What follows belongs to an exercise in optimizing a design on an open flow for small area and a short achievable clock period; a production flow would make more cautious choices.
The RTL was checked by simulation tests, not by an equivalence proof against the original design.
Power figures rest on the tool's default switching activity, not on a simulated workload.

$ cat flow/constraint.sdc
create_clock -name core_clock -period 9.0 [get_ports {clk}]
set_input_delay 1.8000 -clock core_clock [delete_from_list [all_inputs] [get_ports {clk}]]
set_output_delay 1.8000 -clock core_clock [all_outputs]
set_load 0.01 [all_outputs]
$ cat flow/design.v
module store_buffer_fwd #(
    parameter int SB_DEPTH = 8,
    parameter int TAG_W    = 5,
    parameter int ADDR_W   = 32
) (
    input  logic                      clk,
    input  logic                      rst,
    input  logic                      alloc_valid,
    output logic                      alloc_ready,
    input  logic [TAG_W-1:0]          alloc_rob_tag,
    input  logic [ADDR_W-1:0]         alloc_addr,
    input  logic [31:0]               alloc_wdata,
    input  logic [3:0]                alloc_wmask,
    input  logic                      commit_valid,
    input  logic [TAG_W-1:0]          commit_rob_tag,
    output logic                      commit_err,
    input  logic                      flush,
    output logic                      dmem_req_valid,
    input  logic                      dmem_req_ready,
    output logic [ADDR_W-1:0]         dmem_addr,
    output logic [31:0]               dmem_wdata,
    output logic [3:0]                dmem_wmask,
    input  logic                      dmem_resp,
    input  logic [ADDR_W-1:0]         ld_addr,
    input  logic [3:0]                ld_rmask,
    output logic [3:0]                fwd_mask,
    output logic [31:0]               fwd_data,
    output logic [$clog2(SB_DEPTH):0] count,
    output logic                      empty,
    output logic                      full
);
    localparam int PW = $clog2(SB_DEPTH);
    localparam int CW = PW + 1;
    localparam int WA = ADDR_W - 2;
    logic [TAG_W-1:0] tag_r  [SB_DEPTH];
    logic [WA-1:0]    addr_r [SB_DEPTH];
    logic [31:0]      data_r [SB_DEPTH];
    logic [3:0]       mask_r [SB_DEPTH];
    logic [CW-1:0] head_r, cptr_r, tail_r;
    logic [CW-1:0] head_nxt_s, cptr_nxt_s, tail_nxt_s;
    logic [CW-1:0] used_s;
    logic          full_s;
    logic req_r, wait_r;
    logic commit_err_r;
    logic alloc_fire_s, commit_ok_s, pop_s, wr_en_s;
    logic unused_s;
    assign unused_s = ^{alloc_addr[1:0], ld_addr[1:0]};
    assign used_s = tail_r - head_r;
    assign full_s = used_s[PW];
    always_comb begin
        alloc_fire_s = alloc_valid & ~full_s;
        commit_ok_s  = commit_valid && (cptr_r != tail_r) &&
                       (tag_r[cptr_r[PW-1:0]] == commit_rob_tag);
        pop_s        = wait_r & dmem_resp;
        head_nxt_s   = head_r + CW'(pop_s);
        cptr_nxt_s   = cptr_r + CW'(commit_ok_s);
        tail_nxt_s   = flush ? cptr_nxt_s : tail_r + CW'(alloc_fire_s);
        wr_en_s      = alloc_fire_s & ~flush;
    end
    always_ff @(posedge clk or negedge rst) begin
        if (!rst) begin
            head_r       <= '0;
            cptr_r       <= '0;
            tail_r       <= '0;
            commit_err_r <= 1'b0;
            req_r        <= 1'b0;
            wait_r       <= 1'b0;
        end else begin
            head_r       <= head_nxt_s;
            cptr_r       <= cptr_nxt_s;
            tail_r       <= tail_nxt_s;
            commit_err_r <= commit_valid & ~commit_ok_s;
            if (req_r) begin
                req_r  <= ~dmem_req_ready;
                wait_r <= dmem_req_ready;
            end else if (wait_r) begin
                req_r  <= dmem_resp & (head_nxt_s != cptr_r);
                wait_r <= ~dmem_resp;
            end else begin
                req_r  <= (head_r != cptr_r);
            end
        end
    end
    always_ff @(posedge clk) begin
        for (int j = 0; j < SB_DEPTH; j++) begin
            if (wr_en_s && tail_r[PW-1:0] == PW'(j)) begin
                tag_r[j]  <= alloc_rob_tag;
                addr_r[j] <= alloc_addr[ADDR_W-1:2];
                data_r[j] <= alloc_wdata;
                mask_r[j] <= alloc_wmask;
            end
        end
    end
    always_comb begin
        logic [WA-1:0] a_v;
        logic [31:0]   d_v;
        logic [3:0]    m_v;
        a_v = '0;
        d_v = '0;
        m_v = '0;
        for (int j = 0; j < SB_DEPTH; j++) begin
            if (head_r[PW-1:0] == PW'(j)) begin
                a_v = a_v | addr_r[j];
                d_v = d_v | data_r[j];
                m_v = m_v | mask_r[j];
            end
        end
        dmem_addr  = {a_v, 2'b00};
        dmem_wdata = d_v;
        dmem_wmask = m_v;
    end
    always_comb begin : fwd
        logic [PW-1:0] rank_v [SB_DEPTH];
        logic [SB_DEPTH-1:0] valid_v;
        logic [SB_DEPTH-1:0] match_v;
        logic [SB_DEPTH-1:0] hit_v;
        logic [SB_DEPTH-1:0] sel_v;
        logic [7:0] byte_v;
        for (int j = 0; j < SB_DEPTH; j++) begin
            rank_v[j]  = PW'(j) - head_r[PW-1:0];
            valid_v[j] = ({1'b0, rank_v[j]} < used_s);
            match_v[j] = (addr_r[j] == ld_addr[ADDR_W-1:2]);
        end
        for (int b = 0; b < 4; b++) begin
            for (int j = 0; j < SB_DEPTH; j++) begin
                hit_v[j] = valid_v[j] & mask_r[j][b] & match_v[j];
            end
            for (int j = 0; j < SB_DEPTH; j++) begin
                sel_v[j] = hit_v[j];
                for (int k = 0; k < SB_DEPTH; k++) begin
                    if (rank_v[k] > rank_v[j]) sel_v[j] = sel_v[j] & ~hit_v[k];
                end
            end
            byte_v = '0;
            for (int j = 0; j < SB_DEPTH; j++) begin
                byte_v = byte_v | ({8{sel_v[j]}} & data_r[j][8*b +: 8]);
            end
            fwd_mask[b]        = ld_rmask[b] & (|hit_v);
            fwd_data[8*b +: 8] = byte_v;
        end
    end
    assign alloc_ready    = ~full_s;
    assign commit_err     = commit_err_r;
    assign dmem_req_valid = req_r;
    assign count          = used_s;
    assign empty          = (used_s == '0);
    assign full           = full_s;
endmodule
$ cat flow/run.sh
#!/bin/bash
# synth_recipe.tcl (not shown) runs the flow's synth.tcl, then flattens the netlist and writes it again
# the make line also repeats each setting of config.mk as NAME=value (left out here)
make -C /OpenROAD-flow-scripts/flow DESIGN_CONFIG=/design/flow/config.mk WORK_HOME=/design/flow/orfs CLKGATE_MAP_FILE= SYNTH_SCRIPT=/design/flow/synth_recipe.tcl finish
$ cat flow/config.mk
export PLATFORM = sky130hd
export DESIGN_NAME = store_buffer_fwd
export DESIGN_NICKNAME = store_buffer_fwd
export VERILOG_FILES = /design/flow/design.v
export SDC_FILE = /design/flow/constraint.sdc
export NUM_CORES = 4
export LEC_CHECK = 0
export CAP_MARGIN = 20
export CORE_MARGIN = 2
export CORE_UTILIZATION = 40
export SLEW_MARGIN = 20
==> out/qor.yml <==
clkLatencyLatePin_ns: 0.66
synthSimpleGateAreaFrac: 0.104
ys_types: 107
grt_first_pass_wirelength_mm: 161
nets: 2673
core_area_um2: 74600
synth_mux_area_frac: 0.0281
dp_hpwl_mm: 77.4
vias_per_cell: 6.49
leakage_nw: 11.7
finalMaxSlewViolations: 0
synth_edf_count: 568
grt_max_degree: 59
intPower_mw: 6.17
netlist_area_um2: 30200
fin_area_um2: 35800
synth.avg_cell_area_um2: 13.4
synth_top_family_by_area: "compound AO/OA/AOI/OAI gates"
crit_type: "in -> out"
cp_slowest_cell: "a2111oi_0"
critPathLaunchType: "input pin"
worstMarginPinSlew_ns: 1.12
fin_ws_ns: 0.610
clkSinkCount: 583
post_dp_cell_area_um2: 33800
end_kind: "output pin"
setup_tns_ns: 0
vias: 22900
io_pins: 234
hold_viol: 0
required_ns: 7.20
drc: 0
grt.total_usage: 0.284
rsz0062_at_grt: "no"
pwr-share-comb: 0.457
synth-xor-area-share: 0.0806
postCtsSetupRepairBufs: 0
port_buffers: 227
seqPwrFrac: 0.304
ant_nets: 0
holdBufCountCts: 0
crit_chain: "clkdlybuf4s50_1 -> xor2_1 -> nor4_1 -> nand4_1 -> a2111oi_0 -> nor4b_2 -> buf_4 -> and4_1 -> a2111o_1 -> a2111o_1 -> clkdlybuf4s50_1"
setup-violations-final: 0
drt-total-wl_mm: 113
p_sw_frac: 0.420
grt-ovfl-total: 0
critPathMaxFanout: 8
postCtsResizedCells: 0
area_growth_pct: 18.8
synth_seq_area_share: 0.578
grt_pass1_vias: 22500
drtIter0Drc: 3767
layout-drive-gt1-share: 0.141
wl_per_cell_um: 32.1
relSlewSlack: 0.249
ys_ff_latch: 583
cts_buffers: 61
powerDensity_nw_per_um2: 297
clkPwrFrac: 0.239
die_area_um2: 77600
rows: 100
initial_core_util: 0.405
synth-async-reset-ratio: 0.0257
syn_inst: 2250
cts_tree: "yes"
synth_ff_type: "edfxtp_1"
cts-root-buf: "clkbuf_16"
hold_path.class: "reg -> reg"
yosys_warnings: 6
layout_commonest_cell: "edfxtp_1"
synth-compound-area-share: 0.154
die_width_um: 279
synthAdderAreaFrac: 0.0213
clk_pin_slew_ns: 0.06
cts_buffer_depth: 3
max_freq_mhz: 119
preCtsSetupSlack_ns: 0.767
globalplace.congestion: 0.973
post-route-period-util: 0.932
status: "timing/DRC/antenna clean"
cpPeakStageDelay_ns: 0.85
p_switching_mw: 4.47
cp.arrival_ns: 6.59
die_h_um: 279
mostFrequentLayoutCells: "edfxtp_1 (568), clkdlybuf4s50_1 (227), a22oi_1 (178)"
htreeDepth: 2
antenna_found_initial: 2
dr.pass1.iters: 9
post-route-min-period_ns: 8.39
maxCapViolations: 0
clock_skew_ns: 0.0359
vdd_drop_max_mv: 0.302
[worst max-delay path, delay by kind of cell]
kind            cells  cell delay (ns)
compound gates      3             1.64
xor+xnor            1             0.22
buf+inv             3             1.52
simple gates        4             1.38
[stage by stage]
stage,cells,power [mW],util,hold slack (ns)
2_1_floorplan,2251,5.80,-,0.493
3_3_place_gp,3411,8.08,0.453,0.508
3_5_place_dp,3411,8.07,0.453,0.516
4_1_cts,3526,10.6,0.480,0.531
5_1_grt,3526,11.0,0.480,0.578
6_report,3528,10.6,0.481,0.525
[flip-flops by register name (all words and copies together) (netlist names)]
register      flops
tag_r            40
tail_r            4
data_r          256
cptr_r            4
wait_r            1
head_r            4
mask_r           32
addr_r          240
commit_err_r      1
req_r             1
[layer usage]
metal | global-route usage | wire length, µm | vias to the layer above
met4 | 0.102 | 4400 | 0
li1 | - | - | 9743
met3 | 0.0361 | 9110 | 227
met2 | 0.481 | 55200 | 1404
met1 | 0.376 | 44600 | 11500
met5 | 0 | 0 | -
[worst paths after layout]
| path | to | startpoint | cells past startpoint | slack (ns) |
|---|---|---|---|---|
| worst max-delay path | fwd_data[18] | ld_addr[19] | 11 | 0.61 |
| worst min-delay path | req_r$_DFF_PN0_ | req_r$_DFF_PN0_ | 1 | 0.52 |
| worst max register to register | data_r[5][24]$_DFFE_PP_ | head_r[1]$_DFF_PN0_ | 10 | 4.05 |
| worst min register to register | req_r$_DFF_PN0_ | req_r$_DFF_PN0_ | 1 | 0.52 |
| max in group asynchronous | head_r[2]$_DFF_PN0_ | rst | 1 | 6.92 |
| min in group asynchronous | commit_err_r$_DFF_PN0_ | rst | 1 | 1.56 |
[power by group through the flow]
stage	logic (mW)	clock network (mW)	registers, mW
6_report	4.87	2.54	3.23
5_1_grt	5.06	2.67	3.25
4_1_cts	4.81	2.57	3.23
3_5_place_dp	4.78	0	3.29
3_3_place_gp	4.79	0	3.28
2_1_floorplan	2.56	0	3.24
[kinds of logic after synthesis]
group,count (synthesis)
and+or+nand+nor,508
AOI/OAI and AO/OA,554
DFF,583
adders and majority gates,51
other,1
xor gates and xnor gates,269
muxes,73
buffers and inverters,211
[synthesized netlist by cell type (9+ instances only)]
| library cell | number | share of area |
|---|---|---|
| nor4_1 | 80 | 0.017 |
| a32oi_1 | 21 | 0.0061 |
| mux2_2 | 61 | 0.023 |
| buf_6 | 19 | 0.0071 |
| nand3_1 | 103 | 0.017 |
| o22ai_1 | 15 | 0.0031 |
| nor4b_1 | 9 | 0.0026 |
| o32ai_1 | 14 | 0.0041 |
| a21o_1 | 12 | 0.0030 |
| inv_1 | 74 | 0.0092 |
| dfrtp_1 | 15 | 0.012 |
| a21oi_1 | 33 | 0.0055 |
| and3_1 | 12 | 0.0025 |
| nor2_1 | 27 | 0.0034 |
| a2111o_1 | 14 | 0.0052 |
| buf_1 | 16 | 0.0020 |
| and2_1 | 16 | 0.0033 |
| xor2_1 | 150 | 0.044 |
| a2111oi_0 | 22 | 0.0064 |
| o2111ai_1 | 34 | 0.0099 |
| edfxtp_1 | 568 | 0.57 |
| ha_1 | 45 | 0.019 |
| nand2_1 | 69 | 0.0086 |
| a22oi_1 | 178 | 0.044 |
| nor4_2 | 13 | 0.0054 |
| clkbuf_1 | 71 | 0.0088 |
| o21ai_0 | 29 | 0.0048 |
| a222oi_1 | 66 | 0.022 |
| buf_4 | 13 | 0.0032 |
| a211oi_1 | 18 | 0.0045 |
| xnor2_1 | 112 | 0.033 |
| buf_2 | 13 | 0.0022 |
| nand4_1 | 85 | 0.018 |
| and4_1 | 16 | 0.0046 |
[final cells by class]
cell class	instances	area (µm²)
sequential	583	17400
antenna	2	5.00
multi-input combinational	1457	11800
timing repair buffer	325	3010
inverter	77	293
clock buffer	81	1660
clock inverter	34	370
fill	6478	38700
tap	969	1210

-- static timing again, ports no longer ideal --
In the flow no input, the clock included, has a driving cell. The finished layout below was timed again as built, in two steps. Step 1 assumes that a clkbuf_16 drives the clock port and a buf_2 every other input. Step 2 adds t to the input delays and takes it off the output delays; t is the mean of the earliest and latest rising clock arrival at the registers after step 1. Input paths then give back, and output paths get back, about the clock's delay inside the block. a / b / c = ideal / step 1 / step 2; a / b = the first two.
t (ns): 0.717
setup WS [ns]: 0.610 / 0.581 / 0.581
pins driven straight from the clock port: 1
After both steps this run still meets setup and hold. For this run, drivers alone change the setup slack by -0.029 ns; drivers and shift together by -0.029 ns.
